From an optimization exercise on the open Yosys and OpenROAD flow, aimed at small area and a short achievable clock period; shortcuts taken in it are not production practice.
Function was checked by simulation only, so behaviour that the tests miss may differ from the original.
No activity file was given, so power comes from the tool's default toggle rates.

Setup of P:
## awb_gain_est
module awb_gain_est #(
    parameter int ACC_W = 24,
    parameter int CNT_W = 16
) (
    input  logic            clk,
    input  logic            rst,
    input  logic            pix_valid_i,
    input  logic [1:0]      pix_color_i,
    input  logic [7:0]      pix_value_i,
    input  logic            pix_last_i,
    output logic [15:0]     K_R,
    output logic [15:0]     K_G,
    output logic [15:0]     K_B,
    output logic            valid_gain_o,
    output logic            busy_o,
    output logic            overrun_o
);
    localparam int SW = 13;    
    localparam int NW = 6;     
    assign K_G = 16'h0100;
    logic close_w;
    assign close_w = pix_valid_i & pix_last_i;
    logic [2:0] p_hit;      
    logic [7:0] p_val;
    logic       p_ovr;      
    always_ff @(posedge clk) begin
        p_hit[0] <= pix_valid_i & (pix_color_i == 2'd0);
        p_hit[1] <= pix_valid_i & (pix_color_i == 2'd1);
        p_hit[2] <= pix_valid_i & (pix_color_i == 2'd2);
        p_ovr    <= close_w & busy_o;
        p_val    <= pix_value_i;
    end
    logic [5:0] ctr, ctr_nx;
    logic       a_main;     
    logic       a_side;     
    logic [2:0] m_hit;      
    logic       last_c;     
    logic       first_c;    
    logic       mul_r, mul_b, div_r, div_b, div_p, cmp_r, cmp_b;
    logic       mulb_r, mulb_b;
    logic       div_r_d, div_b_d, div_p_d;
    assign div_r_d = busy_o & (ctr >= 6'd18) & (ctr <= 6'd31);
    assign div_b_d = busy_o & ~ctr[5] & ctr[4] & (ctr[3] | ctr[2] | ctr[1]);
    assign div_p_d = busy_o & ((ctr == 6'd18) | (div_p & ~last_c));
    assign ctr_nx = busy_o ? ctr + 6'd1 : 6'd0;
    always_ff @(posedge clk or posedge rst) begin
        if (rst) begin
  ...
For scale: about 330 flip-flops, roughly 23,000 um^2 of cells after synthesis.
clock: 13.0 ns
lec_check: 0
cap_margin: 20
core_margin: 2
core_utilization: 40
cts_buf_list: sky130_fd_sc_hd__clkbuf_8
cts_cluster_diameter: 55
cts_cluster_size: 16
slew_margin: 20
standard.sh (not shown) runs the stock make flow with config.mk's settings and CLKGATE_MAP_FILE= SYNTH_SCRIPT=/design/flow/synth_recipe.tcl, a recipe that flattens the netlist after the stock synthesis.
==> flow/flow/run.sh <==
#!/bin/bash
# Standard layout with fast port buffers. Synthesis, floorplan and placement
# run with the standard setup margin; clock tree synthesis and routing ask
# repair_timing for extra setup slack so the achieved period shrinks. Each
# make step's log lands in orfs/logs; make's own output goes to make_*.log.
set -euo pipefail
bash standard.sh "BUFFER_PORTS_ARGS=-buffer_cell sky130_fd_sc_hd__buf_4" \
  synth floorplan place > make_place.log 2>&1
bash standard.sh SETUP_SLACK_MARGIN=9 \
  "BUFFER_PORTS_ARGS=-buffer_cell sky130_fd_sc_hd__buf_4" \
  finish > make_finish.log 2>&1
P finished end to end and its layout was clean on timing, DRC and antenna.
--- input diff P..Q ---
Settings: an added CELL_PAD_IN_SITES_GLOBAL_PLACEMENT of 0; an added PLACE_DENSITY of 0.75; an added CELL_PAD_IN_SITES_DETAIL_PLACEMENT of 0; a change of CORE_UTILIZATION from 40 to 60.
==> flow/flow/run.sh <==
#!/bin/bash
# Standard layout, with fast port buffers and repair_timing asked for extra
# setup slack so the achieved period shrinks. Each make step's log lands in
# orfs/logs; make's own output goes to make_finish.log.
set -euo pipefail
bash standard.sh SETUP_SLACK_MARGIN=9 \
  "BUFFER_PORTS_ARGS=-buffer_cell sky130_fd_sc_hd__buf_4" \
  finish > make_finish.log 2>&1
### Flow results
Critical path depth (Q over P): decrease, 2
In Q, clock buffer count is lower than in P.
[Q] horizontal die dimension fell 18% relative to P
Q ends up with lower transition time of the tightest slew-check pin than P does.
Compared with P, count of buffers not belonging to the clock network in the layout in Q decreased by more than a quarter.
Q against P: die area shrank by about 33%, count of buffering cells on the critical path with inverters included decreased by 2 relative to the old numbers, sequential share of layout area grew by 1.1 points, clock skew down 0.070 ns.
diff inputs: Q => R
Settings: CORE_UTILIZATION changed from 60 to 40; PLACE_DENSITY changed from 0.75 to 0.7.
--- outcome ---
R completed; timing, DRC and antenna clean. Q finished all stages; the layout is clean. Number of clock-tree buffers in the layout ended up 3 lower on R than on Q. The switching fraction of total power of R is lower than that of Q. Cmp Q and R / pin slew with the least headroom to its limit / lower: R. Die size: R exceeds Q. Of Q and R, the higher slack of the critical path belongs to Q. Synthesis-to-finish area growth is lower on Q. R ends up with a x dimension of the die that is 22% higher than in Q. Final critical path time including I/O delays and setup deteriorates in R relative to Q. Comparing total routing resource utilization after global routing for Q and R, the bigger number came from Q.
For S, these inputs were changed with respect to R:
Settings: PLACE_DENSITY now 0.75, was 0.7; CTS_CLUSTER_DIAMETER now 80, was 55; CTS_CLUSTER_SIZE now 26, was 16; CTS_BUF_LIST now sky130_fd_sc_hd__clkbuf_16, was sky130_fd_sc_hd__clkbuf_8.
## What came out
Met3 demand-to-capacity share in global routing, S and R: lower on S. Wire length, S and R: lower on S. Setup slack in S is larger than in R. For the utilization, S came in 0.79 points lower than R did. Origin of the worst setup path: S_B[0] -> S, div_b -> R. Summary: with R as the reference, power of the combinational group in S moved down by a few percent. Relative to R, highest ir drop seen on vdd has increased by about 17% in S.

what the ideal ports hide:
The results above use ideal ports. As a check the final layouts listed here were re-extracted and re-timed, cells and wires unchanged. Step 1 assumes that a clkbuf_16 drives the clock port and a buf_2 every other input. Step 2, shift: input delay + t, output delay - t, t = (earliest + latest rising clock arrival at the registers) / 2. This alone moves slack from input paths to output paths. a / b / c = no drivers / after step 1 / after step 2; a / b = the first two.
run	t, ns	setup WS [ns]	slew at the worst register clock pin (ns)	pins driven straight from the clock port
P	0.692	9.041 / 9.021 / 9.041	0.10 / 0.10	1
Q	0.639	9.061 / 9.061 / 9.061	0.11 / 0.11	1
R	0.665	9.041 / 9.026 / 9.041	0.12 / 0.12	1
S	0.620	9.118 / 9.097 / 9.118	0.10 / 0.10	1
After both steps every run listed still meets setup and hold.
